This design comes from an exercise in tuning for small area and a short achievable clock period on the open sky130 flow, not from production work.
Where RTL was checked, it was by simulation tests only, not by an equivalence proof against the original.
The clock port is modelled as an ideal driver, which makes a skipped or thinned clock tree look cheaper than it is; a real chip needs a root buffer or a tree.
Power and IR drop assume default switching activity.

Setup of beta:
==> flow/design.v <==
module packet_sfifo_drop #(
  parameter int DATA_WIDTH   = 32,
  parameter int FIFO_DEPTH   = 64,
  parameter int AFULL_THRESH = FIFO_DEPTH - 8,
  localparam int CW          = $clog2(FIFO_DEPTH) + 1
) (
  input  logic                  clk,
  input  logic                  rst,
  input  logic                  wen,
  input  logic [DATA_WIDTH-1:0] wdata,
  input  logic                  wdrop,
  output logic                  afull,
  output logic                  full,
  output logic [CW-1:0]         wrcnt,
  input  logic                  ren,
  output logic [DATA_WIDTH-1:0] rdata,
  output logic                  empty,
  output logic [CW-1:0]         rdcnt,
  output logic [CW-1:0]         pkt_cnt,
  output logic                  overflow,
  output logic                  underflow,
  output logic                  drop
);
  localparam int AW = CW - 1;
  logic [DATA_WIDTH-1:0] r_mem [FIFO_DEPTH];
  logic [AW-1:0]         r_wptr, r_cptr;              
  logic [7:0]            r_wlo, r_whi;                
  logic [FIFO_DEPTH-1:0] r_rsel;                      
  logic [CW-1:0]         r_wrcnt, r_rdcnt, r_pkt_cnt;
  logic [CW-1:0]         r_pkt_inc, r_pkt_dec;        
  logic                  r_disc, r_full, r_afull, r_nempty;
  logic                  r_wok, r_wovf, r_wc0, r_wc1;    
  logic                  r_overflow, r_underflow, r_drop;
  logic [DATA_WIDTH-1:0] r_rdata;                     
  logic          w_eop, w_acc, w_commit, w_discard, w_ovf, w_rb, w_rd, w_rd_eop, w_hit;
  logic [CW-1:0] w_wrcnt_nxt, w_rdcnt_nxt, w_pkt_nxt, w_pkt_inc_nxt, w_pkt_dec_nxt;
  logic [AW-1:0] w_wptr_nxt;
  logic          w_full_nxt, w_afull_nxt, w_nempty_nxt, w_disc_nxt, w_wc0_nxt, w_wc1_nxt;
  assign wrcnt     = r_wrcnt;
  assign rdcnt     = r_rdcnt;
  assign full      = r_full;
  assign afull     = r_afull;
  assign pkt_cnt   = r_pkt_cnt;
  assign empty     = ~r_nempty;
  assign rdata     = r_rdata;
  assign overflow  = r_overflow;
  assign underflow = r_underflow;
  assign drop      = r_drop;
  assign w_eop     = wdata[DATA_WIDTH-1];
  assign w_acc     = wen & r_wok;
  assign w_commit  = w_acc & w_eop & ~wdrop;
  assign w_discard = w_acc & w_eop & wdrop;
  assign w_ovf     = wen & r_wovf;
  assign w_rb      = w_ovf | w_discard;
  assign w_rd      = ren & r_nempty;
  assign w_rd_eop  = w_rd & r_rdata[DATA_WIDTH-1];
  assign w_hit     = w_acc & (w_rd ? r_wc1 : r_wc0);
  assign w_disc_nxt = r_disc ? ~(wen & w_eop) : (w_ovf & ~w_eop);
  always_comb begin
    if (w_rb) begin
      w_wrcnt_nxt = w_rd ? r_rdcnt - CW'(1) : r_rdcnt;
      w_full_nxt  = ~w_rd & (r_rdcnt == CW'(FIFO_DEPTH));
      w_wc0_nxt   = w_rd ? (r_rdcnt == CW'(1)) : (r_rdcnt == '0);
      w_wc1_nxt   = w_rd ? (r_rdcnt == CW'(2)) : (r_rdcnt == CW'(1));
      w_afull_nxt = w_rd ? (r_rdcnt >= CW'(AFULL_THRESH + 1)) : (r_rdcnt >= CW'(AFULL_THRESH));
    end else if (w_acc & ~w_rd) begin
      w_wrcnt_nxt = r_wrcnt + CW'(1);
      w_full_nxt  = r_wrcnt == CW'(FIFO_DEPTH - 1);
      w_wc0_nxt   = 1'b0;
      w_wc1_nxt   = r_wc0;
      w_afull_nxt = r_wrcnt >= CW'(AFULL_THRESH - 1);
    end else if (~w_acc & w_rd) begin
      w_wrcnt_nxt = r_wrcnt - CW'(1);
      w_full_nxt  = 1'b0;
      w_wc0_nxt   = r_wc1;
      w_wc1_nxt   = r_wrcnt == CW'(2);
      w_afull_nxt = r_wrcnt >= CW'(AFULL_THRESH + 1);
    end else begin
      w_wrcnt_nxt = r_wrcnt;
      w_full_nxt  = r_full;
      w_wc0_nxt   = r_wc0;
      w_wc1_nxt   = r_wc1;
      w_afull_nxt = r_afull;
    end
    if (w_commit) w_rdcnt_nxt = w_rd ? r_wrcnt : r_wrcnt + CW'(1);
    else          w_rdcnt_nxt = w_rd ? r_rdcnt - CW'(1) : r_rdcnt;
    if (w_commit & ~w_rd_eop) begin
      w_pkt_nxt     = r_pkt_inc;
      w_pkt_inc_nxt = r_pkt_inc + CW'(1);
      w_pkt_dec_nxt = r_pkt_cnt;
      w_nempty_nxt = 1'b1;
    end else if (~w_commit & w_rd_eop) begin
      w_pkt_nxt     = r_pkt_dec;
      w_pkt_inc_nxt = r_pkt_cnt;
      w_pkt_dec_nxt = r_pkt_dec - CW'(1);
      w_nempty_nxt = r_pkt_cnt != CW'(1);
    end else begin
      w_pkt_nxt     = r_pkt_cnt;
      w_pkt_inc_nxt = r_pkt_inc;
      w_pkt_dec_nxt = r_pkt_dec;
      w_nempty_nxt = r_nempty;
    end
  end
  logic [DATA_WIDTH-1:0] w_rnext;
  always_comb begin
    w_rnext = '0;
    for (int i = 0; i < FIFO_DEPTH; i++)
      w_rnext = w_rnext | ({DATA_WIDTH{r_rsel[i]}} & r_mem[i]);
  end
  always_ff @(posedge clk)
    for (int i = 0; i < FIFO_DEPTH; i++)
      if (r_whi[i / 8] & r_wlo[i % 8]) r_mem[i] <= wdata;
  assign w_wptr_nxt = w_rb ? r_cptr : r_wptr + AW'(w_acc);
  always_ff @(posedge clk or posedge rst)
    if (rst)        r_rdata <= '0;
    else if (w_hit) r_rdata <= wdata;
    else if (w_rd)  r_rdata <= w_rnext;
  always_ff @(posedge clk or posedge rst)
    if (rst) begin
      r_wptr      <= '0;
      r_wlo       <= 8'b0000_0001;
      r_whi       <= 8'b0000_0001;
      r_cptr      <= '0;
      r_rsel      <= FIFO_DEPTH'(2);
      r_wrcnt     <= '0;
      r_rdcnt     <= '0;
      r_pkt_cnt   <= '0;
      r_pkt_inc   <= CW'(1);
      r_pkt_dec   <= '1;
      r_disc      <= 1'b0;
      r_wok       <= 1'b1;
      r_wovf      <= 1'b0;
      r_wc0       <= 1'b1;
      r_wc1       <= 1'b0;
      r_full      <= 1'b0;
      r_afull     <= 1'b0;
      r_nempty    <= 1'b0;
      r_overflow  <= 1'b0;
      r_underflow <= 1'b0;
      r_drop      <= 1'b0;
    end else begin
      r_wptr      <= w_wptr_nxt;
      r_wlo       <= 8'b1 << w_wptr_nxt[2:0];
      r_whi       <= w_full_nxt ? 8'b0 : 8'b1 << w_wptr_nxt[5:3];
      r_cptr      <= w_commit ? r_wptr + AW'(1) : r_cptr;
      r_rsel      <= w_rd ? {r_rsel[FIFO_DEPTH-2:0], r_rsel[FIFO_DEPTH-1]} : r_rsel;
      r_wrcnt     <= w_wrcnt_nxt;
      r_rdcnt     <= w_rdcnt_nxt;
      r_pkt_cnt   <= w_pkt_nxt;
      r_pkt_inc   <= w_pkt_inc_nxt;
      r_pkt_dec   <= w_pkt_dec_nxt;
      r_disc      <= w_disc_nxt;
      r_wok       <= ~w_full_nxt & ~w_disc_nxt;
      r_wovf      <= w_full_nxt & ~w_disc_nxt;
      r_wc0       <= w_wc0_nxt;
      r_wc1       <= w_wc1_nxt;
      r_full      <= w_full_nxt;
      r_afull     <= w_afull_nxt;
      r_nempty    <= w_nempty_nxt;
      r_overflow  <= w_ovf;
      r_underflow <= ren & ~r_nempty;
      r_drop      <= w_rb;
    end
endmodule
export LEC_CHECK = 0
export ABC_CLOCK_PERIOD_IN_PS = 2200
export CAP_MARGIN = 20
export CORE_MARGIN = 2
export CORE_UTILIZATION = 55
export SETUP_SLACK_MARGIN = 2.8
export SLEW_MARGIN = 20
create_clock -name core_clock -period 5.0 [get_ports {clk}]
standard.sh (not shown) runs the stock make flow with config.mk's settings and CLKGATE_MAP_FILE= SYNTH_SCRIPT=/design/flow/synth_recipe.tcl, a recipe that flattens the netlist after the stock synthesis.
==> flow/flow/run.sh <==
#!/bin/bash
# The standard layout, with the clock tree built by flow/pre_cts.tcl instead of TritonCTS.
# make's output goes to flow_make.log; each ORFS step keeps its own log under orfs/logs/.
set -euo pipefail
here="$(pwd)"
export PRE_CTS_TCL="$here/flow/pre_cts.tcl"
bash standard.sh > "$here/flow_make.log" 2>&1
Other scripts of this flow, unchanged in this note and not shown: flow/flow/mytree.tcl, flow/flow/pre_cts.tcl
#### Input delta (gamma over beta)
--- a/flow/design.v
+++ b/flow/design.v
@@ -23,9 +23,9 @@
 );
   localparam int AW = CW - 1;
   logic [DATA_WIDTH-1:0] r_mem [FIFO_DEPTH];
   logic [AW-1:0]         r_wptr, r_cptr;              
-  logic [7:0]            r_wlo, r_whi;                
+  logic [FIFO_DEPTH-1:0] r_we;                        
   logic [FIFO_DEPTH-1:0] r_rsel;                      
   logic [CW-1:0]         r_wrcnt, r_rdcnt, r_pkt_cnt;
   logic [CW-1:0]         r_pkt_inc, r_pkt_dec;        
   logic                  r_disc, r_full, r_afull, r_nempty;
@@ -108,19 +108,18 @@
       w_rnext = w_rnext | ({DATA_WIDTH{r_rsel[i]}} & r_mem[i]);
   end
   always_ff @(posedge clk)
     for (int i = 0; i < FIFO_DEPTH; i++)
-      if (r_whi[i / 8] & r_wlo[i % 8]) r_mem[i] <= wdata;
+      if (r_we[i]) r_mem[i] <= wdata;
   assign w_wptr_nxt = w_rb ? r_cptr : r_wptr + AW'(w_acc);
   always_ff @(posedge clk or posedge rst)
     if (rst)        r_rdata <= '0;
     else if (w_hit) r_rdata <= wdata;
     else if (w_rd)  r_rdata <= w_rnext;
   always_ff @(posedge clk or posedge rst)
     if (rst) begin
       r_wptr      <= '0;
-      r_wlo       <= 8'b0000_0001;
-      r_whi       <= 8'b0000_0001;
+      r_we        <= FIFO_DEPTH'(1);
       r_cptr      <= '0;
       r_rsel      <= FIFO_DEPTH'(2);
       r_wrcnt     <= '0;
       r_rdcnt     <= '0;
@@ -139,10 +138,9 @@
       r_underflow <= 1'b0;
       r_drop      <= 1'b0;
     end else begin
       r_wptr      <= w_wptr_nxt;
-      r_wlo       <= 8'b1 << w_wptr_nxt[2:0];
-      r_whi       <= w_full_nxt ? 8'b0 : 8'b1 << w_wptr_nxt[5:3];
+      r_we        <= w_full_nxt ? '0 : FIFO_DEPTH'(1) << w_wptr_nxt;
       r_cptr      <= w_commit ? r_wptr + AW'(1) : r_cptr;
       r_rsel      <= w_rd ? {r_rsel[FIFO_DEPTH-2:0], r_rsel[FIFO_DEPTH-1]} : r_rsel;
       r_wrcnt     <= w_wrcnt_nxt;
       r_rdcnt     <= w_rdcnt_nxt;
[summary]
[compare] base=beta new=gamma: placeable core area higher, endpoint arrival time on the critical path fell by 0.05 ns, post-route cell area went up by about 2.8%, met3 wirelength from detailed routing climbed about 6.5%, global-route usage now larger.
gamma has share of total power in sequential cells above what beta had.
gamma gives more antenna diode count than beta did.
Number of nets produced by synthesis: gamma vs beta up 2.2%
Compared with beta, gamma shows a higher combinational fraction of design power.
Going from beta to gamma, fraction of area in multi-input gates grows by 0.22 points.
In gamma the power per cell area turned out 3.4% higher than in beta.
gamma: proportion of power drawn by the clock network lower than beta
Function not checked in gamma: the RTL went through the layout flow alone. In every run of this note, the design's own scripts or RTL, not TritonCTS, make the clock network.

==> re-timing with driven ports <==
Ports are ideal in the flow. The routed layouts listed here were re-timed in OpenROAD.
Step 1 assumes that a clkbuf_16 drives the clock port and a buf_2 every other input.
Step 2, shift: input delay + t, output delay - t, t = (earliest + latest rising clock arrival at the registers) / 2. This alone moves slack from input paths to output paths.
a / b / c = no drivers / after step 1 / after step 2; a / b = the first two.
run | t (ns) | slack for setup (ns) | latest minus earliest clock arrival (ns) | slew at the worst register clock pin (ns)
beta | 0.866 | 2.609 / 2.410 / 2.199 | 0.108 / 0.108 | 0.10 / 0.10
gamma | 0.888 | 2.658 / 2.452 / 2.176 | 0.080 / 0.080 | 0.09 / 0.09
After both steps setup and hold are still met in every run listed. For gamma, which loses most, drivers alone change the setup slack by -0.206 ns; drivers and shift together by -0.482 ns. Setup slack includes reset recovery checks.
